From an optimization exercise on the open Yosys and OpenROAD flow, aimed at small area; shortcuts taken in it are not production practice. RTL that was checked went through simulation tests only; none was proved equivalent to the original. No functional check of the RTL was part of run 1. Power figures rest on the tool's default switching activity, not on a simulated workload.

$ cat design.v
`default_nettype none
module of_ao22 (
  input  logic a0, b0, a1, b1,
  output logic y
);
  assign y = (a0 & b0) | (a1 & b1);
endmodule
module of_aoi222 (
  input  logic a0, b0, a1, b1, a2, b2,
  output logic y
);
  assign y = ~((a0 & b0) | (a1 & b1) | (a2 & b2));
endmodule
module of_nand4 (
  input  logic a, b, c, d,
  output logic y
);
  assign y = ~(a & b & c & d);
endmodule
module of_or3 (
  input  logic a, b, c,
  output logic y
);
  assign y = a | b | c;
endmodule
module of_last (
  input  logic y8, y9, a0, b0, a1, b1,
  output logic y
);
  assign y = ~(y8 & y9 & ~((a0 & b0) | (a1 & b1)));
endmodule
module of_aoi21 (
  input  logic a0, a1, b,
  output logic y
);
  assign y = ~((a0 & a1) | b);
endmodule
module of_nor2 (
  input  logic a, b,
  output logic y
);
  assign y = ~(a | b);
endmodule
module of_sel32 (
  input  logic [31:0] s,
  input  logic [31:0] d,
  output logic        y
);
  logic [9:0]  w_g;
  logic [2:0]  w_h;
  genvar k;
  generate
    for (k = 0; k < 10; k++) begin : g_aoi
      of_aoi222 u_aoi (
        .a0(s[3*k]),   .b0(d[3*k]),
        .a1(s[3*k+1]), .b1(d[3*k+1]),
        .a2(s[3*k+2]), .b2(d[3*k+2]),
        .y(w_g[k])
      );
    end
  endgenerate
  of_nand4 u_n0 (.a(w_g[0]), .b(w_g[1]), .c(w_g[2]),  .d(w_g[3]), .y(w_h[0]));
  of_nand4 u_n1 (.a(w_g[4]), .b(w_g[5]), .c(w_g[6]),  .d(w_g[7]), .y(w_h[1]));
  of_last  u_n2 (.y8(w_g[8]), .y9(w_g[9]),
                 .a0(s[30]), .b0(d[30]), .a1(s[31]), .b1(d[31]), .y(w_h[2]));
  of_or3   u_o  (.a(w_h[0]), .b(w_h[1]), .c(w_h[2]), .y(y));
endmodule
module operand_fetch (
  input  logic        clk,
  input  logic        rst,
  input  logic [31:0] Instruction,
  input  logic        InValid,
  output logic        InReady,
  input  logic        WriteEnable,
  input  logic [4:0]  WriteAddr,
  input  logic [31:0] WriteData,
  output logic [31:0] DR1,
  output logic [31:0] DR2,
  output logic [2:0]  ALUControl,
  output logic [4:0]  DestReg,
  output logic        IllegalOp,
  output logic        OutValid,
  input  logic        OutReady,
  output logic [15:0] IssueCount
);
  logic        r_full;
  logic [31:0] r_regs [1:31];
  logic [31:0] r_dr1;
  logic [31:0] r_dr2;
  logic [2:0]  r_alu_ctrl;
  logic [4:0]  r_dest;
  logic        r_illegal;
  logic [15:0] r_issue_count;
  logic [4:0]  w_rs;
  logic [4:0]  w_rt;
  logic [4:0]  w_rd;
  logic [5:0]  w_funct;
  logic        w_unused;
  logic        w_load;       
  logic        w_hold;       
  logic [2:0]  w_alu_ctrl;
  logic        w_illegal;
  logic [15:0] w_count_inc;
  assign w_rs    = Instruction[25:21];
  assign w_rt    = Instruction[20:16];
  assign w_rd    = Instruction[15:11];
  assign w_funct = Instruction[5:0];
  assign w_unused = ^{Instruction[31:26], Instruction[10:6]};
  assign InReady = !r_full || OutReady;
  assign w_load  = !rst && InValid && InReady;
  assign w_hold  = !rst && !(InValid && InReady);
  always_ff @(posedge clk) begin
    r_full <= !rst && ((InValid && InReady) || (r_full && !OutReady));
  end
  logic [3:0]  w_whi;       
  logic [3:0]  w_nwhi;      
  logic [7:0]  w_wlo;       
  logic [7:0]  w_nwlo;      
  logic [1:0]  w_wr   [1:31];    
  logic [1:0]  w_keep [1:31];    
  logic [31:0] w_reg_nxt [1:31];
  genvar gi, gb, gh;
  generate
    for (gi = 0; gi < 4; gi++) begin : g_whi
      assign w_whi[gi]  = WriteEnable && (WriteAddr[4:3] == gi);
      assign w_nwhi[gi] = !w_whi[gi];
    end
    for (gi = 0; gi < 8; gi++) begin : g_wlo
      assign w_wlo[gi]  = (WriteAddr[2:0] == gi);
      assign w_nwlo[gi] = !(w_wlo[gi] && !rst);
    end
    for (gi = 1; gi < 32; gi++) begin : g_row
      for (gh = 0; gh < 2; gh++) begin : g_half
        of_nor2  u_wr   (.a(w_nwhi[gi/8]), .b(w_nwlo[gi%8]), .y(w_wr[gi][gh]));
        of_aoi21 u_keep (.a0(w_whi[gi/8]), .a1(w_wlo[gi%8]), .b(rst), .y(w_keep[gi][gh]));
      end
      for (gb = 0; gb < 32; gb++) begin : g_bit
        of_ao22 u_mux (
          .a0(w_wr[gi][gb/16]),   .b0(WriteData[gb]),
          .a1(w_keep[gi][gb/16]), .b1(r_regs[gi][gb]),
          .y(w_reg_nxt[gi][gb])
        );
      end
      always_ff @(posedge clk) begin
        r_regs[gi] <= w_reg_nxt[gi];
      end
    end
  endgenerate
  logic [3:0]  w_nhi1, w_nhi2;   
  logic [7:0]  w_nlo1, w_nlo2;   
  logic [31:0] w_s1 [2], w_s2 [2];
  logic [31:0] w_n1, w_n2;
  logic        w_acc;
  assign w_acc = InValid && InReady;
  generate
    for (gi = 0; gi < 4; gi++) begin : g_rhi
      assign w_nhi1[gi] = !(w_rs[4:3] == gi);
      assign w_nhi2[gi] = !(w_rt[4:3] == gi);
    end
    for (gi = 0; gi < 8; gi++) begin : g_rlo
      assign w_nlo1[gi] = !(w_load && (w_rs[2:0] == gi));
      assign w_nlo2[gi] = !(w_load && (w_rt[2:0] == gi));
    end
    for (gh = 0; gh < 2; gh++) begin : g_shalf
      for (gi = 1; gi < 32; gi++) begin : g_sel
        of_nor2 u_s1 (.a(w_nhi1[gi/8]), .b(w_nlo1[gi%8]), .y(w_s1[gh][gi]));
        of_nor2 u_s2 (.a(w_nhi2[gi/8]), .b(w_nlo2[gi%8]), .y(w_s2[gh][gi]));
      end
      of_nor2 u_h1 (.a(rst), .b(w_acc), .y(w_s1[gh][0]));
      of_nor2 u_h2 (.a(rst), .b(w_acc), .y(w_s2[gh][0]));
    end
  endgenerate
  generate
    for (gb = 0; gb < 32; gb++) begin : g_rd
      logic [31:0] w_d1, w_d2;
      assign w_d1[0] = r_dr1[gb];
      assign w_d2[0] = r_dr2[gb];
      for (gi = 1; gi < 32; gi++) begin : g_col
        assign w_d1[gi] = w_reg_nxt[gi][gb];
        assign w_d2[gi] = w_reg_nxt[gi][gb];
      end
      of_sel32 u_sel1 (.s(w_s1[gb/16]), .d(w_d1), .y(w_n1[gb]));
      of_sel32 u_sel2 (.s(w_s2[gb/16]), .d(w_d2), .y(w_n2[gb]));
    end
  endgenerate
  always_comb begin
    w_alu_ctrl = 3'b000;
    w_illegal  = 1'b0;
    case (w_funct)
      6'h20:   w_alu_ctrl = 3'b001;
      6'h22:   w_alu_ctrl = 3'b010;
      6'h2A:   w_alu_ctrl = 3'b011;
      6'h24:   w_alu_ctrl = 3'b100;
      6'h25:   w_alu_ctrl = 3'b101;
      6'h26:   w_alu_ctrl = 3'b110;
      6'h27:   w_alu_ctrl = 3'b111;
      default: w_illegal  = 1'b1;
    endcase
  end
  assign w_count_inc = r_issue_count + 16'd1;
  always_ff @(posedge clk) begin
    r_dr1         <= w_n1;
    r_dr2         <= w_n2;
    r_alu_ctrl    <= ({3{w_load}} & w_alu_ctrl)  | ({3{w_hold}} & r_alu_ctrl);
    r_dest        <= ({5{w_load}} & w_rd)        | ({5{w_hold}} & r_dest);
    r_illegal     <= (w_load & w_illegal)        | (w_hold & r_illegal);
    r_issue_count <= ({16{w_load}} & w_count_inc) | ({16{w_hold}} & r_issue_count);
  end
  assign OutValid   = r_full;
  assign DR1        = r_dr1;
  assign DR2        = r_dr2;
  assign ALUControl = r_alu_ctrl;
  assign DestReg    = r_dest;
  assign IllegalOp  = r_illegal;
  assign IssueCount = r_issue_count;
endmodule
`default_nettype wire
$ cat flow/run.sh
#!/bin/bash
# Standard layout with smaller port buffers and no CTS dummy loads.
set -e
cp "$FLOW_CONFIG" config.orig.mk
cat >> "$FLOW_CONFIG" <<'EOC'
export DONT_USE_CELLS += sky130_fd_sc_hd__buf_8 sky130_fd_sc_hd__buf_12 sky130_fd_sc_hd__buf_16 sky130_fd_sc_hd__bufbuf_8 sky130_fd_sc_hd__bufbuf_16
export BUFFER_PORTS_ARGS = -buffer_cell sky130_fd_sc_hd__buf_1
export CTS_ARGS = -sink_clustering_enable -repair_clock_nets -dont_use_dummy_load -buf_list {sky130_fd_sc_hd__clkbuf_4} -sink_clustering_size 8 -sink_clustering_max_diameter 40
EOC

bash standard.sh finish > standard.log 2>&1
$ cat standard.sh
#!/bin/bash
# synth_recipe.tcl (not shown) runs the flow's synth.tcl, then flattens the netlist and writes it again
# the make line also repeats each setting of config.mk as NAME=value (left out here)
make -C /OpenROAD-flow-scripts/flow DESIGN_CONFIG=/design/flow/config.mk WORK_HOME=/design/flow/orfs CLKGATE_MAP_FILE= SYNTH_SCRIPT=/design/flow/synth_recipe.tcl "${@:-finish}"
$ cat config.mk
export PLATFORM = sky130hd
export DESIGN_NAME = operand_fetch
export DESIGN_NICKNAME = operand_fetch
export VERILOG_FILES = /design/flow/design.v
export SDC_FILE = /design/flow/constraint.sdc
export NUM_CORES = 4
export LEC_CHECK = 0
export CAP_MARGIN = 15
export CORE_MARGIN = 2
export CORE_UTILIZATION = 52
export GPL_TIMING_DRIVEN = 0
export SLEW_MARGIN = 15
export SYNTH_HIERARCHICAL = 1
export SYNTH_MINIMUM_KEEP_SIZE = 0
export DONT_USE_CELLS += sky130_fd_sc_hd__buf_8 sky130_fd_sc_hd__buf_12 sky130_fd_sc_hd__buf_16 sky130_fd_sc_hd__bufbuf_8 sky130_fd_sc_hd__bufbuf_16
export BUFFER_PORTS_ARGS = -buffer_cell sky130_fd_sc_hd__buf_1
export CTS_ARGS = -sink_clustering_enable -repair_clock_nets -dont_use_dummy_load -buf_list {sky130_fd_sc_hd__clkbuf_4} -sink_clustering_size 8 -sink_clustering_max_diameter 40
$ cat constraint.sdc
create_clock -name core_clock -period 5.0 [get_ports {clk}]
set_input_delay 1.0000 -clock core_clock [delete_from_list [all_inputs] [get_ports {clk}]]
set_output_delay 1.0000 -clock core_clock [all_outputs]
set_load 0.01 [all_outputs]
==> results of run 1 <==
[state kept, by name, indices dropped and copies added, names as in the netlist]
name and flops:
r_alu_ctrl 3, r_full 1, r_dr2 32, r_issue_count 16, r_regs 992, r_illegal 1
r_dest 5, r_dr1 32
[Yosys stat by module (local to each module, per instance), a selection]
module         area [um2]  flops+latches  cells inside  copies in the design
of_ao22              8.76              0             1                   992
of_aoi21             8.76              0             1                    62
of_aoi222            10.0              0             1                   640
of_last              12.5              0             2                    64
of_nand4             6.26              0             1                   128
of_nor2              3.75              0             1                   190
of_or3               6.26              0             1                    64
operand_fetch       22900           1082          1293                     1
[area by class of cell]
type                    count  share of cell area (%)
repair buffers            231                    3.25
clock buffers             168                    2.75
well taps                1050                    2.86
diodes                     14                  0.0764
inverters                  10                  0.0819
plain buffers              40                   0.611
flip-flops and latches   1082                    47.2
multi-input cells        2365                    43.1
[cells by family (layout without fill, tap and decap cells)]
family,after synthesis,in the layout,synth area share (%)
AOI/OAI and AO/OA,1788,1788,39.5
xor gates and xnor gates,6,6,0.127
and+or+nand+nor,568,568,6.97
other,0,14,0
adders and majority gates,1,1,0.0303
muxes,2,2,0.0546
buffers and inverters,50,449,0.771
DFF,1082,1082,52.5
[worst max path at each step]
| stage | cells after the start | from | endpoint | slack (ns) |
|---|---|---|---|---|
| 2_1_floorplan | 7 | WriteAddr[4] | r_dr1[0] | 1.55 |
| 3_3_place_gp | 9 | rst | r_dr2[18] | -3.02 |
| 3_5_place_dp | 9 | rst | r_dr2[18] | -0.48 |
| 4_1_cts | 9 | rst | r_dr2[18] | 0.64 |
| 5_1_grt | 9 | rst | r_dr1[20] | 0.08 |
| 6_report | 9 | rst | r_dr1[20] | -0.02 |
[per-stage QoR]
step | utilization (%) | instances
floorplan | - | 3497
detailed placement | 56.4 | 4776
global placement | 54.7 | 4698
finish | 58.2 | 4960
CTS | 58.0 | 4944
global route | 58.2 | 4953
[per-layer routing]
layer | track usage, % | wire, um | up-vias
met5 | 0 | 27 | -
met4 | 31.5 | 16600 | 4
met3 | 13.0 | 25100 | 838
met2 | 64.1 | 77600 | 3814
met1 | 54.8 | 66500 | 20100
li1 | - | - | 16600
[worst max-delay path, cell delays in order]
cell      delay [ns]
buf_2           0.72
clkbuf_1        0.55
nor2_1          0.19
nand2_1         0.63
nor2_1          0.49
a22o_1          0.38
a222oi_1        0.91
nand4_1         0.53
or3_1           0.47
[power groups by stage]
stage                     Combinational, mW  Sequential, mW  Clock, mW
after floorplan                       0.288            8.90          0
after global placement                0.670            8.90          0
after detailed placement              0.719            8.90          0
after CTS                             0.721            8.70       4.50
after global routing                  0.783            8.71       4.88
final                                 0.780            8.70       4.49
[synthesized netlist by cell type, drive strengths merged]
cell type / n / share of area (%)
nor2: 205 / 1.9
nand4: 133 / 2.0
a22o: 992 / 21
mux2: 2 / 0.055
a21oi: 80 / 1.5
a22oi: 64 / 1.2
nand2b: 5 / 0.076
nand2: 42 / 0.38
or2: 3 / 0.046
nor3b: 1 / 0.018
a311oi: 1 / 0.021
clkbuf: 5 / 0.046
or4: 4 / 0.073
a222oi: 640 / 16
nor3: 1 / 0.012
nand4b: 1 / 0.021
and2: 6 / 0.091
and4: 1 / 0.027
o31ai: 5 / 0.091
nand3b: 3 / 0.055
buf: 35 / 0.63
a21boi: 1 / 0.018
ha: 1 / 0.030
and3: 2 / 0.030
o21ai: 5 / 0.061
xor2: 5 / 0.11
nand3: 78 / 0.99
dfxtp: 1082 / 53
nor4: 2 / 0.030
nor2b: 12 / 0.18
or3: 68 / 1.0
xnor2: 1 / 0.021
inv: 10 / 0.091
or3b: 1 / 0.021
==> flow_summary.json, run 1 <==
{
  "min_period_ns": 5.02,
  "wl_per_cell_um": 37.5,
  "setup_ws_ns": -0.0173,
  "final_common_cell": "dfxtp_1",
  "track_usage_pct": 43.7,
  "wirelength_mm": 186,
  "p_sw_mw": 3.63,
  "p_sw_share_pct": 26.0,
  "clkPwrFrac_pct": 32.1,
  "criticalPathCategory": "input pin to register",
  "so_faults": "negative setup slack",
  "cts-root-buf": "clkbuf_4",
  "p_seq_share_pct": 62.3,
  "seq_area_um2": 21700,
  "numPortBuffers": 151,
  "drtIter0Drc": 9580,
  "regToRegStartpoint": "r_full",
  "skew_ns": 0.0984,
  "dp.final_hpwl_mm": 121,
  "via_count": 41300,
  "dp_slack_ns": -0.482,
  "grt_pass1_vias": 39500,
  "syn_area_um2": 41200,
  "final_layout_size_suffix_gt1_share_pct": 14.8,
  "ys_seq_elements": 1082,
  "crit_arrival_ns": 5.91,
  "grt_pass1_wl_mm": 268,
  "final_cell_area_um2": 45900,
  "die_y_um": 286,
  "endpoint_kind": "register",
  "rows": 103,
  "required_ns": 5.89,
  "first_pass_iters": 17,
  "place_area_um2": 44400,
  "finalHoldViolCount": 0,
  "cts_tree": "yes",
  "clk_latency_ns": 1.08,
  "avgViaCountPerCell": 8.33,
  "hold_start": "Instruction[12]",
  "clk_pin_slew_ns": 0.09,
  "htreeDepth": 4,
  "maxCapViolations": 0,
  "ys_seq_area_share_pct": 52.5,
  "fin_nets": 3973,
  "synth_cell_types": 40,
  "internal_power_mw": 10.3,
  "power_density_nw_per_um2": 305,
  "grt_overflow": 0,
  "setup_viol": 2,
  "antenna_found_initial": 9,
  "drv_slew": 0,
  "clock.fmax_ghz": 0.199,
  "finalSetupTns_ns": -0.0193,
  "final_cell_mix": "dfxtp_1 (1,082), a22o_1 (992), a222oi_1 (640)",
  "finalCritPeriodShare_pct": 100,
  "cts.repair.resized": 0,
  "die_w_um": 286,
  "synthesis.nets": 3572,
  "clkSinkCount": 1082,
  "rsz0062_at_grt": "no",
  "drcViolationCount": 0,
  "r2r_cells": 9,
  "synthCells": 3497,
  "dieArea_um2": 81600,
  "r2r_end": "r_dr1[14]",
  "slew_headroom_pct": 11.5,
  "num_io_pins": 165,
  "fillers": 6638,
  "status": "complete, but fails checks",
  "hold_depth": 3,
  "start_util_pct": 52.4,
  "power_mw": 14.0,
  "multi_input_area_um2": 19800,
  "tightest_slew_ns": 1.33,
  "hp-class": "input pin to register",
  "cts_setup_buffers": 0,
  "syn_avg_cell_area_um2": 11.8,
  "worstHoldEndpoint": "r_dest[1]",
  "core-area_um2": 78700,
  "cts_buffers": 168,
  "regToRegSetupSlack_ns": 0.54,
  "crit_path_start_kind": "input pin",
  "irDropWorstVdd_v": 0.000218,
  "comb_power_share_pct": 5.6,
  "worstPathMaxFanout": 30,
  "clockBufferDepth": 3,
  "leakage_nw": 16.1,
  "grt_start_max_net_pins": 32,
  "fin_hold_ws_ns": 0.166,
  "synthToLayoutAreaGrowth_pct": 11.2,
  "yosys_warnings": 14,
  "place_congestion": 1.02,
  "cts_hold_buf": 0,
  "drtAntennaViolNets": 0
}
==> run 2, diff against run 1 <==
--- a/design.v
+++ b/design.v
@@ -29,11 +29,11 @@
 );
   assign y = ~(y8 & y9 & ~((a0 & b0) | (a1 & b1)));
 endmodule
-module of_aoi21 (
-  input  logic a0, a1, b,
-  output logic y
-);
-  assign y = ~((a0 & a1) | b);
+module of_nand2 (
+  input  logic a, b,
+  output logic y
+);
+  assign y = ~(a & b);
 endmodule
 module of_nor2 (
   input  logic a, b,
@@ -116,6 +116,8 @@
   logic [3:0]  w_nwhi;      
   logic [7:0]  w_wlo;       
   logic [7:0]  w_nwlo;      
+  logic [3:0]  w_whir;      
+  logic [7:0]  w_wlor;      
   logic [1:0]  w_wr   [1:31];    
   logic [1:0]  w_keep [1:31];    
   logic [31:0] w_reg_nxt [1:31];
@@ -124,15 +126,17 @@
     for (gi = 0; gi < 4; gi++) begin : g_whi
       assign w_whi[gi]  = WriteEnable && (WriteAddr[4:3] == gi);
       assign w_nwhi[gi] = !w_whi[gi];
+      assign w_whir[gi] = w_whi[gi] || rst;
     end
     for (gi = 0; gi < 8; gi++) begin : g_wlo
       assign w_wlo[gi]  = (WriteAddr[2:0] == gi);
       assign w_nwlo[gi] = !(w_wlo[gi] && !rst);
+      assign w_wlor[gi] = w_wlo[gi] || rst;
     end
     for (gi = 1; gi < 32; gi++) begin : g_row
       for (gh = 0; gh < 2; gh++) begin : g_half
         of_nor2  u_wr   (.a(w_nwhi[gi/8]), .b(w_nwlo[gi%8]), .y(w_wr[gi][gh]));
-        of_aoi21 u_keep (.a0(w_whi[gi/8]), .a1(w_wlo[gi%8]), .b(rst), .y(w_keep[gi][gh]));
+        of_nand2 u_keep (.a(w_whir[gi/8]), .b(w_wlor[gi%8]), .y(w_keep[gi][gh]));
       end
       for (gb = 0; gb < 32; gb++) begin : g_bit
         of_ao22 u_mux (
==> run 2 against run 1 <==
  * Still fails the layout checks on negative setup slack
  * Cell count is 1.1% lower
  * Via count is 2.8% lower
  * Sequential cell count stayed put
  * Total power is 0.63% higher
  * Area after synthesis is 0.68% lower
  * Largest power group unchanged
  * Final area is 1.8% lower
==> flow_summary.json, run 2 <==
{
  "crit_path_start_kind": "input pin",
  "num_io_pins": 165,
  "power_density_nw_per_um2": 312,
  "clkSinkCount": 1082,
  "start_util_pct": 52.7,
  "place_congestion": 0.997,
  "regToRegSetupSlack_ns": 0.36,
  "worstPathMaxFanout": 16,
  "wl_per_cell_um": 34.8,
  "setup_ws_ns": -0.0465,
  "synthCells": 3499,
  "ys_seq_area_share_pct": 52.9,
  "async_flop_share_pct": 0,
  "synth_most_common_cell": "dfxtp_1",
  "dp_slack_ns": -0.668,
  "max_flop_register": "r_regs",
  "endpoint_kind": "register",
  "track_usage_pct": 39.8,
  "clk_latency_ns": 1.06,
  "rows": 102,
  "required_ns": 5.85,
  "grt_pass1_vias": 37400,
  "final_cell_mix": "dfxtp_1 (1,082), a22o_1 (992), a222oi_1 (640)",
  "min_period_ns": 5.05,
  "clk_pin_slew_ns": 0.08,
  "maxCapViolations": 0,
  "fillers": 6545,
  "synth_edf_count": 0,
  "final_common_cell": "dfxtp_1",
  "grt_pass1_wl_mm": 248,
  "rsz0062_at_grt": "no",
  "hp-class": "input pin to register",
  "syn_avg_cell_area_um2": 11.7,
  "tightest_slew_ns": 1.36,
  "cts_setup_buffers": 0,
  "so_faults": "negative setup slack",
  "drtIter0Drc": 9355,
  "syn_area_um2": 40900,
  "drtAntennaViolNets": 0,
  "synth_fa_ha_area_share_pct": 0.0306,
  "synth.area.mux_share_pct": 0.0275,
  "grt_overflow": 0,
  "reg.largest.list": "r_regs (992), r_dr1 (32), r_dr2 (32)",
  "clock.fmax_ghz": 0.198,
  "leakage_nw": 16.1,
  "skew_ns": 0.119,
  "via_count": 40200,
  "final_layout_size_suffix_gt1_share_pct": 11.9,
  "ys.flop_type": "dfxtp_1",
  "drv_slew": 0,
  "fin_nets": 3938,
  "cts_hold_buf": 0,
  "synth.top_cell.area_share_pct": 52.9,
  "fin_hold_ws_ns": 0.238,
  "crit_arrival_ns": 5.90,
  "clockBufferDepth": 3,
  "antenna_found_initial": 14,
  "first_pass_iters": 14,
  "synth_top_family_by_area": "compound AO/OA/AOI/OAI gates",
  "synth_cell_types": 44,
  "finalCritPeriodShare_pct": 101,
  "drcViolationCount": 0,
  "cts-root-buf": "clkbuf_4",
  "synth_area_leaders": "dfxtp_1 (53%), a22o_1 (21%), a222oi_1 (16%)",
  "setup_viol": 3,
  "synth_compound_area_share_pct": 38.6,
  "synthToLayoutAreaGrowth_pct": 9.93,
  "dieArea_um2": 81000,
  "finalHoldViolCount": 0,
  "synthesis.nets": 3574,
  "numPortBuffers": 152,
  "synth_area_leader_cell": "dfxtp_1",
  "cts_tree": "yes",
  "cts.repair.resized": 0,
  "htreeDepth": 4,
  "dp.final_hpwl_mm": 115,
  "grt_start_max_net_pins": 32,
  "cts_buffers": 166,
  "die_w_um": 285,
  "irDropWorstVdd_v": 0.000198,
  "slew_headroom_pct": 8.89,
  "ys_seq_elements": 1082,
  "ys_top_cells_by_count": "dfxtp_1 (1,082), a22o_1 (992), a222oi_1 (640), nor2_1 (203), nand4_1 (135)",
  "criticalPathCategory": "input pin to register",
  "avgViaCountPerCell": 8.19,
  "core-area_um2": 77700,
  "largest_reg_flops": 992,
  "wirelength_mm": 171,
  "synth-simple-area-share_pct": 7.52,
  "die_y_um": 285,
  "yosys_warnings": 14,
  "status": "complete, but fails checks",
  "synth_xor_area_share_pct": 0.128
}
-- run 2: changes by cell type after synthesis, sizes merged, moves of 4 or more --
cell	change
a21oi	-61
nand2	+58
and2	-4
nand2b	+4
nor2b	-4
inv	-4
a21o	+6
-- run 2: cells by family (layout without fill, tap and decap cells) --
kind of cell	count (synthesis)	count (layout)
buffers and inverters	49	411
other	0	6
multiplexers	1	1
flip-flops	1082	1082
AND/OR/NAND/NOR	624	624
AO/OA/AOI/OAI	1736	1736
XOR/XNOR	6	6
adder cells (fa/ha/maj)	1	1
-- run 2: worst paths after layout --
path                   start         to  depth (start not counted)
max                      rst  r_dr1[22]                          9
min          Instruction[15]  r_dest[4]                          3
max reg2reg           r_full   r_dr1[4]                          9
min reg2reg        r_dest[1]  r_dest[1]                          2
-- run 2: per-stage QoR --
stage / TNS [ns] / instance area (um2) / std cells / utilization, % / total power, mW
floorplan: 0 / 40900 / 3499 / - / 9.31
finish: -0.0482 / 45000 / 4907 / 57.9 / 14.1
detailed placement: -31.15 / 43600 / 4728 / 56.0 / 9.75
global placement: -28.25 / 42800 / 4691 / 55.1 / 9.70
global route: 0 / 45000 / 4903 / 57.9 / 14.5
CTS: 0 / 44800 / 4894 / 57.6 / 14.0
-- run 2: worst max-delay path: stages --
cell and delay (ns):
buf_1 0.41, clkbuf_1 0.35, clkbuf_1 0.47, o21bai_1 0.66
nand2_1 0.82, a22o_1 0.46, a222oi_1 0.66, nand4_1 0.53
or3_1 0.51
-- run 2: final cells by class --
class	count	area (um2)	area share (%)
Inverter	6	22.5	0.0500
Sequential cell	1082	21700	48.1
Antenna cell	6	15.0	0.0334
Multi-Input combinational cell	2368	19400	43.1
Tap cell	1040	1300	2.89
Clock buffer	166	1250	2.77
Timing Repair Buffer	196	1070	2.37
Buffer	43	295	0.656
-- run 2: layer usage --
metal | up-vias | part of all wire (%) | global-route usage (%)
li1 | 16500 | - | -
met1 | 19500 | 39 | 54.9
met4 | 10 | 3.7 | 12.3
met5 | - | 0.13 | 0
met3 | 557 | 16 | 15.7
met2 | 3557 | 41 | 56.8
-- run 2: report_power, final --
group	total, mW	internal [mW]	switching (mW)
combinational	0.860	0.145	0.715
sequential	8.76	8.72	0.0365
clock	4.44	1.52	2.92
total	14.1	10.4	3.67
-- run 2: per-module statistics from Yosys, one instance, submodules excluded, a selection --
module         area (um2)  flops+latches  times used
of_nand2             3.75              0          62
of_aoi222            10.0              0         640
of_last              12.5              0          64
operand_fetch       22900           1082           1
of_nor2              3.75              0         190
of_ao22              8.76              0         992
of_nand4             6.26              0         128
of_or3               6.26              0          64
==> run 3, diff against run 2 <==
--- a/config.mk
+++ b/config.mk
@@ -7,7 +7,7 @@
 export LEC_CHECK = 0
 export CAP_MARGIN = 15
 export CORE_MARGIN = 2
-export CORE_UTILIZATION = 52
+export CORE_UTILIZATION = 58
 export GPL_TIMING_DRIVEN = 0
 export SLEW_MARGIN = 15
 export SYNTH_HIERARCHICAL = 1
==> run 3 against run 2 <==
  * The layout still fails its checks (negative setup slack)
  * Cell count down 2.3%
  * Sequential share of layout area up 0.34 points
  * Critical path depth unchanged
  * Critical endpoint unchanged
  * Highest routed layer unchanged
==> flow_summary.json, run 3 <==
{
  "ys_seq_elements": 1082,
  "criticalPathCategory": "input pin to register",
  "ys.flop_type": "dfxtp_1",
  "wirelength_mm": 167,
  "dp.final_hpwl_mm": 110,
  "synth_area_leaders": "dfxtp_1 (53%), a22o_1 (21%), a222oi_1 (16%)",
  "synthCells": 3499,
  "drtIter0Drc": 10700,
  "r2r_end": "r_dr2[22]",
  "worstPathMaxFanout": 16,
  "synth_area_leader_cell": "dfxtp_1",
  "fillers": 5620,
  "finalSetupTns_ns": -0.126,
  "final_cell_mix": "dfxtp_1 (1,082), a22o_1 (992), a222oi_1 (640)",
  "synth_most_common_cell": "dfxtp_1",
  "via_count": 40800,
  "clkSinkCount": 1082,
  "grt_start_max_net_pins": 32,
  "die_w_um": 270,
  "met1_usage_pct": 57.2,
  "setup_ws_ns": -0.0777,
  "syn_area_um2": 40900,
  "min_period_ns": 5.08,
  "place_congestion": 1.04,
  "clk_latency_ns": 1.03,
  "start_util_pct": 58.6,
  "crit_arrival_ns": 5.87,
  "async_flop_share_pct": 0,
  "rows": 97,
  "synth_edf_count": 0,
  "finalHoldViolCount": 0,
  "status": "complete, but fails checks",
  "synthesis.nets": 3574,
  "so_faults": "negative setup slack",
  "grt_pass1_wl_mm": 243,
  "crit_path_start_kind": "input pin",
  "maxCapViolations": 0,
  "ys_seq_area_share_pct": 52.9,
  "dieArea_um2": 72700,
  "seq_area_um2": 21700,
  "largest_reg_flops": 992,
  "final_common_cell": "dfxtp_1",
  "hold_start": "Instruction[15]",
  "hp-class": "input pin to register",
  "drtAntennaViolNets": 0,
  "yosys_warnings": 14,
  "numPortBuffers": 152,
  "leakage_nw": 16.0,
  "regToRegStartpoint": "r_full",
  "die_y_um": 270,
  "r2r_cells": 9,
  "cts-root-buf": "clkbuf_4",
  "first_pass_iters": 15,
  "antenna_found_initial": 16,
  "avgViaCountPerCell": 8.52,
  "synth.top_cell.area_share_pct": 52.9,
  "clock.fmax_ghz": 0.197,
  "cts_tree": "yes",
  "grtUsageMet3_pct": 19.1,
  "finalCritPeriodShare_pct": 102,
  "required_ns": 5.79,
  "cts_buffers": 161,
  "max_flop_register": "r_regs",
  "regToRegSetupSlack_ns": 0.28,
  "power_density_nw_per_um2": 313,
  "reg.largest.list": "r_regs (992), r_dr1 (32), r_dr2 (32)",
  "slew_headroom_pct": 6.99,
  "final_layout_size_suffix_gt1_share_pct": 11.2,
  "cts_hold_buf": 0,
  "num_io_pins": 165,
  "synth_cell_types": 44,
  "drv_slew": 0,
  "multi_input_area_um2": 19400,
  "fin_nets": 3920,
  "grt_pass1_vias": 37500,
  "clk_pin_slew_ns": 0.08,
  "synthToLayoutAreaGrowth_pct": 9.15,
  "irDropWorstVdd_v": 0.000240,
  "busiest_layer": "met2",
  "grt_overflow": 0,
  "skew_ns": 0.120,
  "gr-usage-met2_pct": 62.9,
  "wl_per_cell_um": 34.7,
  "worstSetupStartpoint": "rst",
  "htreeDepth": 4,
  "rsz0062_at_grt": "no",
  "core-area_um2": 69900,
  "setup_viol": 3,
  "clockBufferDepth": 3,
  "syn_avg_cell_area_um2": 11.7,
  "endpoint_kind": "register",
  "drcViolationCount": 0,
  "track_usage_pct": 43.1,
  "worstSetupEndpoint": "r_dr1[22]",
  "tightest_slew_ns": 1.39,
  "ys_top_cells_by_count": "dfxtp_1 (1,082), a22o_1 (992), a222oi_1 (640), nor2_1 (203), nand4_1 (135)",
  "dp_slack_ns": -0.653
}
==> run 3: cell types whose count changed in the layout (fill, tap and decap cells not counted), sizes merged <==
| cell | previous run | this run |
|---|---|---|
| buf | 228 | 213 |
| diode | 6 | 11 |
| clkbuf | 177 | 174 |
==> run 3: cell type report <==
class                      count  area share, %
timing repair buffer         183           2.06
inverter                       6         0.0504
sequential                  1082           48.5
tap                          940           2.63
multi-input combinational   2368           43.4
buffer                        43          0.661
clock buffer                 161           2.70
antenna                       11         0.0616
==> run 3: timing repair <==
action / CTS / global route
setup endpoints to repair: 0 / 3
buffers inserted: 0 / 0
hold endpoints to repair: 0 / 0
gates resized for setup: 0 / 1
==> run 3: cells by family after synthesis <==
family	synth area share (%)
AO/OA/AOI/OAI	38.6
multiplexers	0.0275
buffers and inverters	0.776
XOR/XNOR	0.128
flip-flops	52.9
AND/OR/NAND/NOR	7.52
adder cells (fa/ha/maj)	0.0306
==> run 3: critical path, cell delays in order <==
cell      delay (ns)
buf_1           0.33
clkbuf_1        0.38
clkbuf_1        0.50
o21bai_1        0.68
nand2_1         0.78
a22o_1          0.44
a222oi_1        0.67
nand4_1         0.55
or3_1           0.51
==> run 3: report_power, final <==
group	internal, mW	switching, mW
sequential	8.72	0.0375
combinational	0.144	0.711
clock	1.48	2.90
==> run 3: how the worst min path moves through the flow <==
stage / end / slack, ns / depth (start not counted)
5_1_grt: r_dest[4] / 0.18 / 3
3_3_place_gp: r_alu_ctrl[1] / 0.44 / 2
2_1_floorplan: r_regs[12][0] / 0.46 / 1
6_report: r_dest[4] / 0.21 / 3
3_5_place_dp: r_alu_ctrl[0] / 0.45 / 2
4_1_cts: r_dest[4] / 0.12 / 3
==> run 3: per-module statistics from Yosys (local to each module, per instance), a selection <==
module	flip-flops and latches	area [um2]
of_ao22	0	8.76
of_aoi222	0	10.0
of_last	0	12.5
of_nand2	0	3.75
of_nand4	0	6.26
of_nor2	0	3.75
of_or3	0	6.26
operand_fetch	1082	22900
==> run 3: metal layers <==
layer | routed length (um) | vias to the layer above
li1 | - | 16500
met1 | 61100 | 19700
met2 | 69500 | 3943
met3 | 29600 | 675
met4 | 6290 | 10
met5 | 86 | -
==> run 3: per-stage QoR <==
stage	total power, mW	cell area (um2)	cells	utilization, %	hold WS, ns
final	14.0	44700	4794	63.9	0.205
after global routing	14.4	44700	4786	63.9	0.179
after CTS	13.9	44500	4774	63.6	0.120
after detailed placement	9.74	43300	4613	61.9	0.447
after global placement	9.69	42700	4591	61.1	0.440
after floorplan	9.31	40900	3499	-	0.459
==> run 4, diff against run 3 <==
--- a/config.mk
+++ b/config.mk
@@ -7,8 +7,9 @@
 export LEC_CHECK = 0
 export CAP_MARGIN = 15
 export CORE_MARGIN = 2
-export CORE_UTILIZATION = 58
+export CORE_UTILIZATION = 52
 export GPL_TIMING_DRIVEN = 0
+export SETUP_SLACK_MARGIN = 0.4
 export SLEW_MARGIN = 15
 export SYNTH_HIERARCHICAL = 1
 export SYNTH_MINIMUM_KEEP_SIZE = 0
==> run 4 against run 3 <==
  * Now clean on timing, DRC and antenna
  * Clock-buffer cell count rose by 5
  * Combinational power rose by 1%
  * Die area rose by 11%
  * Area after synthesis did not move
  * Non-clock buffer count rose by 13
  * Utilization fell by 6.0 points
  * Via count fell by 1.4%
  * Largest cell class unchanged
==> flow_summary.json, run 4 <==
{
  "seq_area_um2": 21700,
  "criticalPathCategory": "input pin to register",
  "grt_pass1_wl_mm": 248,
  "hp-class": "input pin to register",
  "skew_ns": 0.107,
  "synth_area_leader_cell": "dfxtp_1",
  "synth_xor_area_share_pct": 0.128,
  "drtIter0Drc": 9406,
  "clk_pin_slew_ns": 0.08,
  "crit_family": "simple AND/OR/NAND/NOR gates",
  "path_cells": "buf_1 > clkbuf_1 > clkbuf_1 > nand2b_2 > nand2_1 > a22o_1 > a222oi_1 > nand4_1 > or3_1",
  "dp.final_hpwl_mm": 115,
  "worstPathMaxFanout": 16,
  "wirelength_mm": 171,
  "status": "finished clean",
  "synthesis.nets": 3574,
  "numPortBuffers": 152,
  "drv_slew": 0,
  "async_flop_share_pct": 0,
  "finalHoldViolCount": 0,
  "cts_hold_buf": 0,
  "synth_edf_count": 0,
  "comb_power_share_pct": 6.2,
  "yosys_warnings": 14,
  "rows": 102,
  "rsz0062_at_grt": "yes",
  "ys_seq_area_share_pct": 52.9,
  "cts_buffers": 166,
  "clkPwrFrac_pct": 31.5,
  "finalCritPeriodShare_pct": 95.4,
  "final_layout_size_suffix_gt1_share_pct": 12.3,
  "cp_common_cell": "clkbuf_1",
  "synth.area.mux_share_pct": 0.0275,
  "synth_most_common_cell": "dfxtp_1",
  "syn_avg_cell_area_um2": 11.7,
  "grt_start_max_net_pins": 32,
  "cts-root-buf": "clkbuf_4",
  "power_density_nw_per_um2": 312,
  "fin_nets": 3938,
  "place_congestion": 0.997,
  "p_seq_share_pct": 62.3,
  "via_count": 40200,
  "multi_input_area_um2": 19500,
  "die_y_um": 285,
  "die_w_um": 285,
  "final_cells": 4908,
  "ys_seq_elements": 1082,
  "htreeDepth": 4,
  "synth_compound_area_share_pct": 38.6,
  "p_sw_share_pct": 26.1,
  "syn_area_um2": 40900,
  "crit_path_start_kind": "input pin",
  "synth_top_family_by_area": "compound AO/OA/AOI/OAI gates",
  "irDropWorstVdd_v": 0.000198,
  "largest_reg_flops": 992,
  "crit_buf_inv": 3,
  "synthCells": 3499,
  "synth_area_leaders": "dfxtp_1 (53%), a22o_1 (21%), a222oi_1 (16%)",
  "maxCapViolations": 0,
  "track_usage_pct": 39.8,
  "dieArea_um2": 81000,
  "reg.largest.list": "r_regs (992), r_dr1 (32), r_dr2 (32)",
  "core-area_um2": 77700,
  "synth_cell_types": 44,
  "grt_pass1_vias": 37400,
  "crit_slowest_cell": "nand2_1",
  "min_period_ns": 4.77,
  "drcViolationCount": 0,
  "max_stage_delay_ns": 0.67,
  "avgViaCountPerCell": 8.20,
  "synth_fa_ha_area_share_pct": 0.0306,
  "synth-simple-area-share_pct": 7.52,
  "final_common_cell": "dfxtp_1",
  "slew_headroom_pct": 12.6,
  "clk_latency_ns": 1.05,
  "start_util_pct": 52.7,
  "clock.fmax_ghz": 0.210,
  "wl_per_cell_um": 34.8,
  "tightest_slew_ns": 1.31,
  "final_cell_mix": "dfxtp_1 (1,082), a22o_1 (992), a222oi_1 (640)",
  "leakage_nw": 16.1,
  "first_pass_iters": 11,
  "internal_power_mw": 10.4,
  "ys_top_cells_by_count": "dfxtp_1 (1,082), a22o_1 (992), a222oi_1 (640), nor2_1 (203), nand4_1 (135)",
  "fillers": 6534,
  "required_ns": 5.86,
  "cts_tree": "yes",
  "max_flop_register": "r_regs",
  "cts_setup_buffers": 0,
  "fin_hold_ws_ns": 0.236,
  "grt_overflow": 0,
  "clockBufferDepth": 3,
  "antenna_found_initial": 15,
  "setup_viol": 0,
  "endpoint_kind": "register",
  "clkSinkCount": 1082,
  "crit_arrival_ns": 5.63,
  "num_io_pins": 165,
  "ys.flop_type": "dfxtp_1",
  "p_sw_mw": 3.66,
  "placedCellCount": 4728,
  "synthToLayoutAreaGrowth_pct": 10.1,
  "cts.repair.resized": 0,
  "drtAntennaViolNets": 0,
  "synth.top_cell.area_share_pct": 52.9
}
[run 4: kinds of logic (layout without fill, tap and decap cells)]
kind of cell | after synthesis | after routing
other | 0 | 7
buffers and inverters | 49 | 411
xor gates and xnor gates | 6 | 6
muxes | 1 | 1
AOI/OAI and AO/OA | 1736 | 1736
DFF | 1082 | 1082
adders and majority gates | 1 | 1
and+or+nand+nor | 624 | 624
[run 4: through the flow]
stage               total power [mW]  worst slack [ns]  util, %  cell area, um2  setup TNS [ns]
detailed placement              9.75            -0.668     56.0           43600          -31.15
global placement                9.70            -0.656     55.1           42800          -28.25
global route                    14.5             0.373     58.0           45100               0
finish                          14.1             0.228     58.0           45100               0
CTS                             14.0             0.406     57.6           44800               0
floorplan                       9.31              1.63        -           40900               0
[run 4: worst register-to-register path: stages, from the launching register on]
cell and delay [ns]:
dfxtp_1 0.32, nand2b_1 0.06, buf_4 0.16, nand2_1 0.13, nor2_1 0.41, nand4_1 1.10
nor2_2 1.24, a222oi_1 0.28, nand4_1 0.40, or3_1 0.18
[run 4: modules after synthesis (local to each module, per instance), a selection]
module | cells | copies in the design | flip-flops and latches | area [um2]
operand_fetch | 1295 | 1 | 1082 | 22900
of_last | 2 | 64 | 0 | 12.5
of_aoi222 | 1 | 640 | 0 | 10.0
of_ao22 | 1 | 992 | 0 | 8.76
of_nand4 | 1 | 128 | 0 | 6.26
of_or3 | 1 | 64 | 0 | 6.26
of_nand2 | 1 | 62 | 0 | 3.75
of_nor2 | 1 | 190 | 0 | 3.75
[run 4: final cells by class]
| class | instances | share of cell area [%] |
|---|---|---|
| Inverter | 6 | 0.0500 |
| Tap cell | 1040 | 2.89 |
| Buffer | 43 | 0.655 |
| Antenna cell | 7 | 0.0389 |
| Sequential cell | 1082 | 48.1 |
| Timing Repair Buffer | 196 | 2.37 |
| Multi-Input combinational cell | 2368 | 43.2 |
| Clock buffer | 166 | 2.77 |
[run 4: power groups by stage]
stage	clock network, mW	registers [mW]	logic, mW
after floorplan	0	8.95	0.364
after CTS	4.49	8.76	0.796
after global placement	0	8.95	0.746
final	4.43	8.76	0.867
after detailed placement	0	8.96	0.795
after global routing	4.86	8.77	0.876
[run 4: final timing paths]
check,slack [ns],to,from,cells after the start
setup / recovery,0.23,r_dr1[11],rst,9
hold / removal,0.24,r_dest[0],Instruction[11],3
setup reg to reg,0.63,r_dr2[27],r_full,9
hold reg to reg,0.46,r_dest[1],r_dest[1],2
[run 4: routing by layer]
metal / up-vias / wire [um] / global-route usage (%)
li1: 16500 / - / -
met1: 19600 / 67700 / 54.9
met2: 3536 / 70100 / 56.8
met3: 549 / 26600 / 15.7
met4: 10 / 6010 / 12.3
met5: - / 225 / 0
==> run 5, diff against run 4 <==
--- a/config.mk
+++ b/config.mk
@@ -7,9 +7,9 @@
 export LEC_CHECK = 0
 export CAP_MARGIN = 15
 export CORE_MARGIN = 2
-export CORE_UTILIZATION = 52
+export CORE_UTILIZATION = 58
 export GPL_TIMING_DRIVEN = 0
-export SETUP_SLACK_MARGIN = 0.4
+export SETUP_SLACK_MARGIN = 1.0
 export SLEW_MARGIN = 15
 export SYNTH_HIERARCHICAL = 1
 export SYNTH_MINIMUM_KEEP_SIZE = 0
==> run 5 against run 4 <==
  * The layout now fails its checks (max-capacitance violations, max-slew violations)
  * Clock-buffer cell count fell by 5
  * Sequential share of layout area rose by 0.11 points
  * Clock skew fell by 0.0037 ns
  * Global-route usage rose by 3.3 points
  * Combinational power rose by 0.8%
==> flow_summary.json, run 5 <==
{
  "wirelength_mm": 167,
  "p_sw_share_pct": 26.1,
  "crit_arrival_ns": 5.09,
  "fin_hold_ws_ns": 0.218,
  "worstPathMaxFanout": 16,
  "criticalPathCategory": "input pin to register",
  "first_pass_iters": 15,
  "p_seq_share_pct": 62.6,
  "synth_cell_types": 44,
  "clk_pin_slew_ns": 0.09,
  "multi_input_area_um2": 19600,
  "antenna_found_initial": 18,
  "ys_seq_elements": 1082,
  "clk_latency_ns": 1.02,
  "grt_overflow": 0,
  "drcViolationCount": 0,
  "skew_ns": 0.103,
  "required_ns": 5.86,
  "synth_area_leader_cell": "dfxtp_1",
  "placedCellCount": 4613,
  "clkPwrFrac_pct": 31.2,
  "async_flop_share_pct": 0,
  "final_layout_size_suffix_gt1_share_pct": 12.8,
  "regToRegSetupSlack_ns": 0.90,
  "numPortBuffers": 152,
  "grt_pass1_wl_mm": 243,
  "place_congestion": 1.04,
  "finalCritPeriodShare_pct": 84.7,
  "comb_power_share_pct": 6.2,
  "max_flop_register": "r_regs",
  "synth_edf_count": 0,
  "htreeDepth": 4,
  "finalHoldViolCount": 0,
  "synthToLayoutAreaGrowth_pct": 9.80,
  "hp-class": "input pin to register",
  "syn_area_um2": 40900,
  "grt_start_max_net_pins": 32,
  "ys.flop_type": "dfxtp_1",
  "power_density_nw_per_um2": 311,
  "slew_headroom_pct": -5.37,
  "core-area_um2": 69900,
  "drtIter0Drc": 10700,
  "cts-root-buf": "clkbuf_4",
  "rsz0062_at_grt": "yes",
  "die_y_um": 270,
  "clkSinkCount": 1082,
  "rows": 97,
  "synth_area_leaders": "dfxtp_1 (53%), a22o_1 (21%), a222oi_1 (16%)",
  "final_common_cell": "dfxtp_1",
  "so_faults": "max-capacitance violations, max-slew violations",
  "reg.largest.list": "r_regs (992), r_dr1 (32), r_dr2 (32)",
  "hold_depth": 3,
  "tightest_slew_ns": 1.58,
  "clock.fmax_ghz": 0.236,
  "yosys_warnings": 14,
  "cts_hold_buf": 0,
  "cts_buffers": 161,
  "die_w_um": 270,
  "r2r_cells": 9,
  "start_util_pct": 58.6,
  "dp.final_hpwl_mm": 110,
  "final_cell_mix": "dfxtp_1 (1,082), a22o_1 (992), a222oi_1 (640)",
  "maxCapViolations": 1,
  "synth.top_cell.area_share_pct": 52.9,
  "place_area_um2": 43300,
  "leakage_nw": 16.0,
  "grt_pass1_vias": 37500,
  "setup_viol": 0,
  "dieArea_um2": 72700,
  "fillers": 5611,
  "worstHoldEndpoint": "r_dest[4]",
  "status": "complete, but fails checks",
  "synthesis.nets": 3574,
  "endpoint_kind": "register",
  "crit_path_start_kind": "input pin",
  "irDropWorstVdd_v": 0.000244,
  "ys_seq_area_share_pct": 52.9,
  "regToRegStartpoint": "r_full",
  "fin_nets": 3929,
  "largest_reg_flops": 992,
  "drv_slew": 17,
  "via_count": 40700,
  "min_period_ns": 4.23,
  "syn_avg_cell_area_um2": 11.7,
  "ys_top_cells_by_count": "dfxtp_1 (1,082), a22o_1 (992), a222oi_1 (640), nor2_1 (203), nand4_1 (135)",
  "final_cell_area_um2": 45000,
  "synth_most_common_cell": "dfxtp_1",
  "synthCells": 3499,
  "track_usage_pct": 43.1,
  "wl_per_cell_um": 34.7,
  "finalSetupTns_ns": 0,
  "cts_tree": "yes",
  "avgViaCountPerCell": 8.48,
  "internal_power_mw": 10.4,
  "final_cells": 4797,
  "hold_start": "Instruction[15]",
  "num_io_pins": 165,
  "r2r_end": "r_dr2[22]",
  "seq_area_um2": 21700,
  "p_sw_mw": 3.65,
  "drtAntennaViolNets": 0,
  "clockBufferDepth": 3
}
[run 5: how the worst max path moves through the flow]
stage                 start   endpoint  slack, ns  depth (start not counted)
6_report                rst   r_dr1[4]       0.77                          9
3_5_place_dp   WriteAddr[4]  r_dr1[17]      -0.65                          8
2_1_floorplan  WriteAddr[4]   r_dr1[0]       1.63                          7
3_3_place_gp            rst  r_dr1[14]      -0.41                          9
5_1_grt              r_full  r_dr2[20]       0.96                          9
4_1_cts                 rst  r_dr1[17]       1.00                         10
[run 5: layout make-up]
class | instances | area share [%]
well taps | 940 | 2.62
clock buffers | 161 | 2.69
repair buffers | 192 | 2.15
plain buffers | 43 | 0.668
flip-flops and latches | 1082 | 48.2
multi-input cells | 2368 | 43.6
diodes | 5 | 0.0278
inverters | 6 | 0.0501
[run 5: modules after synthesis, one instance, submodules excluded, excerpt]
| module | times used | cells inside |
|---|---|---|
| operand_fetch | 1 | 1295 |
| of_nor2 | 190 | 1 |
| of_nand2 | 62 | 1 |
| of_aoi222 | 640 | 1 |
| of_nand4 | 128 | 1 |
| of_last | 64 | 2 |
| of_or3 | 64 | 1 |
| of_ao22 | 992 | 1 |
[run 5: kinds of logic after synthesis]
logic type | share of synthesized area, %
AO/OA/AOI/OAI | 38.6
flip-flops | 52.9
AND/OR/NAND/NOR | 7.52
buffers and inverters | 0.776
XOR/XNOR | 0.128
multiplexers | 0.0275
adder cells (fa/ha/maj) | 0.0306
[run 5: critical path, stage by stage]
cell	delay, ns
buf_1	0.33
clkbuf_2	0.30
clkbuf_2	0.37
a21o_1	0.60
nand2_1	0.71
a22o_1	0.46
a222oi_1	0.40
nand4_1	0.43
or3_1	0.49
[run 5: layer usage]
metal  vias up  global-route usage, %  wire, um
li1      16500                      -         -
met5         -                  0.789       134
met3       670                   19.0     28800
met1     19600                   57.3     61700
met4        10                   13.4      6310
met2      3902                   62.8     69600
[run 5: repair_timing]
item                       4_1_cts  5_1_grt
pin swaps                        0        6
setup endpoints to repair       64       64
cloned                           0        0
resized for setup               26       55
hold endpoints to repair         0        0
buffers inserted                 2        9
[run 5: metrics by stage]
| step | power [mW] | setup WS [ns] | util (%) |
|---|---|---|---|
| 2_1_floorplan | 9.31 | 1.63 | - |
| 3_3_place_gp | 9.69 | -0.414 | 61.1 |
| 3_5_place_dp | 9.74 | -0.653 | 61.9 |
| 4_1_cts | 13.9 | 1.00 | 63.7 |
| 5_1_grt | 14.4 | 0.964 | 64.3 |
| 6_report | 14.0 | 0.767 | 64.3 |
[run 5: power groups by stage]
stage | combinational, mW | clock (mW) | sequential [mW]
after floorplan | 0.364 | 0 | 8.95
after global placement | 0.736 | 0 | 8.95
after detailed placement | 0.782 | 0 | 8.96
after CTS | 0.791 | 4.39 | 8.76
after global routing | 0.881 | 4.76 | 8.77
final | 0.874 | 4.37 | 8.76
==> run 6, diff against run 5 <==
--- a/config.mk
+++ b/config.mk
@@ -9,8 +9,8 @@
 export CORE_MARGIN = 2
 export CORE_UTILIZATION = 58
 export GPL_TIMING_DRIVEN = 0
-export SETUP_SLACK_MARGIN = 1.0
-export SLEW_MARGIN = 15
+export SETUP_SLACK_MARGIN = 0.2
+export SLEW_MARGIN = 45
 export SYNTH_HIERARCHICAL = 1
 export SYNTH_MINIMUM_KEEP_SIZE = 0
 export DONT_USE_CELLS += sky130_fd_sc_hd__buf_8 sky130_fd_sc_hd__buf_12 sky130_fd_sc_hd__buf_16 sky130_fd_sc_hd__bufbuf_8 sky130_fd_sc_hd__bufbuf_16
==> run 6 against run 5 <==
  * The run now finishes clean
  * Sequential cell count stayed put
  * First-iteration DRC count is 0.52% lower
  * Register-to-register slack worse by 0.06 ns
  * Critical endpoint is now r_dr2[22]
  * Final area is 1.5% higher
  * Largest power group unchanged
  * Routed wire length is 0.27% higher
==> flow_summary.json, run 6 <==
{
  "crit_slowest_cell": "a222oi_1",
  "synth_xor_area_share_pct": 0.128,
  "final_common_cell": "dfxtp_1",
  "required_ns": 5.85,
  "die_y_um": 270,
  "ys.flop_type": "dfxtp_1",
  "avgViaCountPerCell": 8.50,
  "worstPathMaxFanout": 16,
  "cts-root-buf": "clkbuf_4",
  "clk_pin_slew_ns": 0.09,
  "synthToLayoutAreaGrowth_pct": 11.5,
  "via_count": 40800,
  "cts_tree": "yes",
  "yosys_warnings": 14,
  "track_usage_pct": 43.1,
  "synth.top_cell.area_share_pct": 52.9,
  "maxCapViolations": 0,
  "async_flop_share_pct": 0,
  "rows": 97,
  "reg.largest.list": "r_regs (992), r_dr1 (32), r_dr2 (32)",
  "skew_ns": 0.0860,
  "syn_avg_cell_area_um2": 11.7,
  "start_util_pct": 58.6,
  "antenna_found_initial": 12,
  "synth_fa_ha_area_share_pct": 0.0306,
  "power_mw": 14.0,
  "synth-simple-area-share_pct": 7.52,
  "crit_family": "simple AND/OR/NAND/NOR gates",
  "power_density_nw_per_um2": 308,
  "synth_cell_types": 44,
  "grt_overflow": 0,
  "fin_nets": 3926,
  "regToRegStartpoint": "r_full",
  "cts_setup_buffers": 0,
  "clk_latency_ns": 1.03,
  "final_cell_mix": "dfxtp_1 (1,082), a22o_1 (992), a222oi_1 (640)",
  "drv_slew": 0,
  "setup_viol": 0,
  "synth_edf_count": 0,
  "rsz0062_at_grt": "no",
  "min_period_ns": 4.84,
  "irDropWorstVdd_v": 0.000215,
  "drcViolationCount": 0,
  "clock.fmax_ghz": 0.207,
  "first_pass_iters": 14,
  "crit_path_start_kind": "input pin",
  "worstSetupStartpoint": "rst",
  "dp.final_hpwl_mm": 109,
  "criticalPathCategory": "input pin to register",
  "status": "finished clean",
  "drtAntennaViolNets": 0,
  "numPortBuffers": 152,
  "synthesis.nets": 3574,
  "clkSinkCount": 1082,
  "leakage_nw": 16.0,
  "hold_start": "Instruction[15]",
  "wirelength_mm": 167,
  "fillers": 5563,
  "wl_per_cell_um": 34.8,
  "ys_top_cells_by_count": "dfxtp_1 (1,082), a22o_1 (992), a222oi_1 (640), nor2_1 (203), nand4_1 (135)",
  "path_cells": "buf_1 > clkbuf_1 > clkbuf_1 > nand2b_2 > nand2_1 > a22o_1 > a222oi_1 > nand4_1 > or3_1",
  "synthCells": 3499,
  "final_cells": 4795,
  "synth_area_leader_cell": "dfxtp_1",
  "crit_buf_inv": 3,
  "cts_buffers": 162,
  "clockBufferDepth": 3,
  "grt_pass1_vias": 37700,
  "endpoint_kind": "register",
  "synth.area.mux_share_pct": 0.0275,
  "grt_start_max_net_pins": 32,
  "hp-class": "input pin to register",
  "grt_pass1_wl_mm": 243,
  "slew_headroom_pct": 39.8,
  "final_layout_size_suffix_gt1_share_pct": 13.1,
  "cts_hold_buf": 0,
  "crit_arrival_ns": 5.69,
  "tightest_slew_ns": 0.902,
  "multi_input_area_um2": 20300,
  "die_w_um": 270,
  "largest_reg_flops": 992,
  "synth_top_family_by_area": "compound AO/OA/AOI/OAI gates",
  "synth_compound_area_share_pct": 38.6,
  "place_congestion": 1.04,
  "ys_seq_elements": 1082,
  "finalCritPeriodShare_pct": 96.8,
  "ys_seq_area_share_pct": 52.9,
  "finalHoldViolCount": 0,
  "max_flop_register": "r_regs",
  "num_io_pins": 165,
  "cts.repair.resized": 0,
  "syn_area_um2": 40900,
  "dieArea_um2": 72700,
  "drtIter0Drc": 10600,
  "core-area_um2": 69900,
  "regToRegSetupSlack_ns": 0.84,
  "synth_area_leaders": "dfxtp_1 (53%), a22o_1 (21%), a222oi_1 (16%)",
  "cp_common_cell": "clkbuf_1",
  "placedCellCount": 4627,
  "htreeDepth": 4,
  "synth_most_common_cell": "dfxtp_1",
  "seq_area_um2": 21700,
  "max_stage_delay_ns": 0.72
}
run 6: cell counts after synthesis:
Identical to the previous run, type by type.
run 6: worst paths after layout:
kind / cells past startpoint / endpoint
worst max register to register: 10 / r_dr1[22]
worst max-delay path: 9 / r_dr2[22]
worst min register to register: 2 / r_dest[1]
worst min-delay path: 3 / r_dest[4]
run 6: cell families after synthesis:
group                    count (synthesis)
adder cells (fa/ha/maj)                  1
flip-flops                            1082
multiplexers                             1
AO/OA/AOI/OAI                         1736
XOR/XNOR                                 6
AND/OR/NAND/NOR                        624
buffers and inverters                   49
run 6: area by class of cell:
type / count / share of cell area, %
flip-flops and latches: 1082 / 47.5
multi-input cells: 2368 / 44.5
clock buffers: 162 / 2.66
well taps: 940 / 2.58
repair buffers: 188 / 2.12
plain buffers: 43 / 0.647
inverters: 6 / 0.0493
diodes: 6 / 0.0329
run 6: modules after synthesis (local to each module, per instance), a selection:
module,flops+latches,copies in the design
of_ao22,0,992
of_aoi222,0,640
of_last,0,64
of_nand2,0,62
of_nand4,0,128
of_nor2,0,190
of_or3,0,64
operand_fetch,1082,1
run 6: metal layers:
| layer | track usage, % | up-vias | part of all wire [%] |
|---|---|---|---|
| li1 | - | 16500 | - |
| met4 | 11.2 | 11 | 3.1 |
| met3 | 18.9 | 550 | 18 |
| met2 | 63.5 | 3856 | 42 |
| met5 | 1.38 | - | 0.095 |
| met1 | 57.6 | 19800 | 37 |
run 6: worst min-delay path: stages:
cell and delay, ns:
buf_1 0.07, nand2_1 0.05, a21oi_1 0.05
run 6: through the flow:
step / setup slack (ns) / util (%) / setup TNS, ns / area, um2 / hold WS, ns
finish: 0.162 / 65.3 / 0 / 45600 / 0.261
global route: 0.253 / 65.3 / 0 / 45600 / 0.186
CTS: 0.641 / 65.0 / 0 / 45500 / 0.169
detailed placement: -0.409 / 63.3 / -17.68 / 44200 / 0.448
global placement: -0.414 / 61.1 / -18.57 / 42700 / 0.440
floorplan: 1.63 / - / 0 / 40900 / 0.459
run 6: report_power, final:
| part | leakage [nW] | total [mW] | internal [mW] | switching (mW) |
|---|---|---|---|---|
| Combinational | 6.56 | 0.919 | 0.169 | 0.750 |
| Clock | 0.745 | 4.36 | 1.49 | 2.88 |
| Sequential | 8.73 | 8.76 | 8.72 | 0.0378 |
| Total | 16.0 | 14.0 | 10.4 | 3.67 |
==> run 7, diff against run 6 <==
--- a/config.mk
+++ b/config.mk
@@ -8,9 +8,8 @@
 export CAP_MARGIN = 15
 export CORE_MARGIN = 2
 export CORE_UTILIZATION = 58
-export GPL_TIMING_DRIVEN = 0
-export SETUP_SLACK_MARGIN = 0.2
-export SLEW_MARGIN = 45
+export GPL_TIMING_DRIVEN = 1
+export SLEW_MARGIN = 15
 export SYNTH_HIERARCHICAL = 1
 export SYNTH_MINIMUM_KEEP_SIZE = 0
 export DONT_USE_CELLS += sky130_fd_sc_hd__buf_8 sky130_fd_sc_hd__buf_12 sky130_fd_sc_hd__buf_16 sky130_fd_sc_hd__bufbuf_8 sky130_fd_sc_hd__bufbuf_16
==> run 7 against run 6 <==
  * Still clean on timing, DRC and antenna
  * Area after synthesis did not move
  * Synthesized cell count unchanged
  * Register-to-register slack gained 0.66 ns
  * Largest power group unchanged
==> flow_summary.json, run 7 <==
{
  "status": "finished clean",
  "cts_setup_buffers": 0,
  "min_period_ns": 4.10,
  "final_layout_size_suffix_gt1_share_pct": 11.5,
  "clk_latency_ns": 1.03,
  "setup_viol": 0,
  "grt_start_max_net_pins": 32,
  "met1_usage_pct": 59.4,
  "finalHoldViolCount": 0,
  "cts_tree": "yes",
  "synth_most_common_cell": "dfxtp_1",
  "async_flop_share_pct": 0,
  "die_w_um": 270,
  "final_cell_mix": "dfxtp_1 (1,082), a22o_1 (992), a222oi_1 (640)",
  "grt_overflow": 0,
  "final_cell_area_um2": 44900,
  "synth_area_leaders": "dfxtp_1 (53%), a22o_1 (21%), a222oi_1 (16%)",
  "r2r_end": "r_dr2[4]",
  "final_cells": 4935,
  "grtUsageMet3_pct": 20.5,
  "final_common_cell": "dfxtp_1",
  "grt_pass1_wl_mm": 250,
  "num_io_pins": 165,
  "setup_ws_ns": 0.902,
  "tightest_slew_ns": 1.31,
  "rsz0062_at_grt": "no",
  "synth_cell_types": 44,
  "track_usage_pct": 44.4,
  "skew_ns": 0.0761,
  "p_seq_share_pct": 62.5,
  "drtIter0Drc": 10300,
  "clock.fmax_ghz": 0.244,
  "regToRegStartpoint": "r_full",
  "ys_seq_elements": 1082,
  "cts.repair.resized": 0,
  "clockBufferDepth": 3,
  "synth_area_leader_cell": "dfxtp_1",
  "grt_pass1_vias": 38700,
  "syn_avg_cell_area_um2": 11.7,
  "dieArea_um2": 72700,
  "crit_slowest_cell": "nand2b_1",
  "antenna_found_initial": 28,
  "die_y_um": 270,
  "irDropWorstVdd_v": 0.000251,
  "wirelength_mm": 170,
  "criticalPathCategory": "input pin to register",
  "dp_slack_ns": 0.451,
  "cts_buffers": 164,
  "regToRegSetupSlack_ns": 1.50,
  "placedCellCount": 4747,
  "synth.top_cell.area_share_pct": 52.9,
  "place_area_um2": 43500,
  "slew_headroom_pct": 12.6,
  "avgViaCountPerCell": 8.38,
  "wl_per_cell_um": 34.4,
  "ys.flop_type": "dfxtp_1",
  "power_mw": 14.0,
  "hold_start": "Instruction[15]",
  "cts_hold_buf": 0,
  "fin_util_pct": 64.2,
  "required_ns": 5.88,
  "synthCells": 3499,
  "power_density_nw_per_um2": 312,
  "clkPwrFrac_pct": 31.3,
  "place_congestion": 1.05,
  "finalSetupTns_ns": 0,
  "largest_reg_flops": 992,
  "drcViolationCount": 0,
  "clk_pin_slew_ns": 0.09,
  "via_count": 41300,
  "leakage_nw": 16.6,
  "maxCapViolations": 0,
  "synth_edf_count": 0,
  "hp-class": "input pin to register",
  "numPortBuffers": 153,
  "fin_nets": 4058,
  "synthToLayoutAreaGrowth_pct": 9.66,
  "syn_area_um2": 40900,
  "clkSinkCount": 1082,
  "max_stage_delay_ns": 0.72,
  "hold_depth": 3,
  "path_cells": "buf_1 > nand3b_1 > nand2b_1 > nand2_1 > a22o_1 > a222oi_1 > nand4_1 > or3_1",
  "p_sw_share_pct": 25.9,
  "cts-root-buf": "clkbuf_4",
  "dp.final_hpwl_mm": 110,
  "yosys_warnings": 14,
  "worstHoldEndpoint": "r_dest[4]",
  "crit_arrival_ns": 4.98,
  "max_flop_register": "r_regs",
  "worstPathMaxFanout": 16,
  "gr-usage-met2_pct": 63.3,
  "synthesis.nets": 3574,
  "finalCritPeriodShare_pct": 82.0,
  "first_pass_iters": 14,
  "htreeDepth": 4,
  "rows": 97,
  "r2r_cells": 8,
  "endpoint_kind": "register",
  "drtAntennaViolNets": 0,
  "reg.largest.list": "r_regs (992), r_dr1 (32), r_dr2 (32)",
  "start_util_pct": 58.6,
  "fillers": 5664,
  "ys_top_cells_by_count": "dfxtp_1 (1,082), a22o_1 (992), a222oi_1 (640), nor2_1 (203), nand4_1 (135)",
  "ys_seq_area_share_pct": 52.9,
  "p_sw_mw": 3.63,
  "crit_path_start_kind": "input pin",
  "busiest_layer": "met2",
  "drv_slew": 0,
  "comb_power_share_pct": 6.2,
  "internal_power_mw": 10.4,
  "fin_hold_ws_ns": 0.244,
  "core-area_um2": 69900
}
run 7: cell counts after synthesis:
No cell type changed its count.
run 7: critical path, delay by kind of cell:
| kind | cells | cell delay [ns] |
|---|---|---|
| AOI/OAI and AO/OA | 2 | 1.02 |
| buffers and inverters | 1 | 0.16 |
| and+or+nand+nor | 5 | 2.77 |
run 7: layer usage:
metal	vias up	wire length [um]
met1	19800	62800
met2	3973	69000
li1	16800	-
met4	20	6760
met5	-	297
met3	744	30900
run 7: cell type report:
cell class | count | area (um2) | share of cell area [%]
multi-input cells | 2368 | 19100 | 42.5
flip-flops and latches | 1082 | 21700 | 48.2
inverters | 6 | 22.5 | 0.0502
repair buffers | 361 | 1690 | 3.77
diodes | 14 | 35.0 | 0.0780
well taps | 940 | 1180 | 2.62
clock buffers | 164 | 1230 | 2.74
run 7: kinds of logic (layout without fill, tap and decap cells):
logic type,Yosys count,in the layout,synth area share (%)
flip-flops,1082,1082,52.9
other,0,14,0
AND/OR/NAND/NOR,624,624,7.52
AO/OA/AOI/OAI,1736,1736,38.6
buffers and inverters,49,531,0.776
XOR/XNOR,6,6,0.128
adder cells (fa/ha/maj),1,1,0.0306
multiplexers,1,1,0.0275
run 7: how the worst max path moves through the flow:
stage / from / endpoint / cells past startpoint
4_1_cts: WriteAddr[3] / r_dr1[21] / 8
3_5_place_dp: WriteAddr[3] / r_dr1[21] / 8
3_3_place_gp: WriteAddr[3] / r_dr1[21] / 8
6_report: WriteEnable / r_dr2[18] / 8
5_1_grt: WriteEnable / r_dr1[22] / 8
2_1_floorplan: WriteAddr[4] / r_dr1[0] / 7
run 7: power by group through the flow:
stage | clock network (mW) | logic [mW] | registers (mW)
final | 4.38 | 0.873 | 8.76
after CTS | 4.39 | 0.803 | 8.76
after global placement | 0 | 0.773 | 8.95
after global routing | 4.75 | 0.880 | 8.77
after detailed placement | 0 | 0.801 | 8.96
after floorplan | 0 | 0.364 | 8.95
run 7: modules after synthesis, one instance, submodules excluded, a selection:
module         cells inside  area, um2
operand_fetch          1295      22900
of_or3                    1       6.26
of_last                   2       12.5
of_aoi222                 1       10.0
of_nor2                   1       3.75
of_ao22                   1       8.76
of_nand4                  1       6.26
of_nand2                  1       3.75

static timing again, ports no longer ideal:
In the flow no input, the clock included, has a driving cell. The finished layouts below were timed again as built, in two steps.
Step 1: set_driving_cell puts a clkbuf_16 on clk and a buf_2 on each other input, an assumption about the parent block.
Step 2, shift: input delay + t, output delay - t, t = (earliest + latest rising clock arrival at the registers) / 2. This alone moves slack from input paths to output paths.
a / b / c = ideal / step 1 / step 2; a / b = the first two.
run | t, ns | setup WS [ns] | hold WS [ns] | clock arrival spread, ns | worst data-port slew with drivers (ns)
run 1 | 1.095 | -0.017 / -0.005 / -1.099 | 0.166 / 0.123 / 0.462 | 0.113 / 0.113 | 0.13
run 2 | 1.076 | -0.046 / -0.003 / -1.079 | 0.238 / 0.189 / 0.460 | 0.126 / 0.126 | 0.09
run 3 | 1.045 | -0.078 / -0.043 / -1.088 | 0.205 / 0.156 / 0.462 | 0.128 / 0.128 | 0.09
run 4 | 1.075 | 0.228 / 0.268 / -0.807 | 0.236 / 0.195 / 0.460 | 0.121 / 0.122 | 0.10
run 5 | 1.038 | 0.767 / 0.800 / -0.238 | 0.218 / 0.169 / 0.461 | 0.124 / 0.124 | 0.09
run 6 | 1.050 | 0.162 / 0.196 / -0.855 | 0.261 / 0.212 / 0.459 | 0.101 / 0.101 | 0.09
run 7 | 1.054 | 0.902 / 0.949 / -0.105 | 0.244 / 0.197 / 0.459 | 0.105 / 0.106 | 0.15
The setup slack of run 1, which loses most, moves by +0.012 ns with the drivers and by -1.082 ns with both steps.
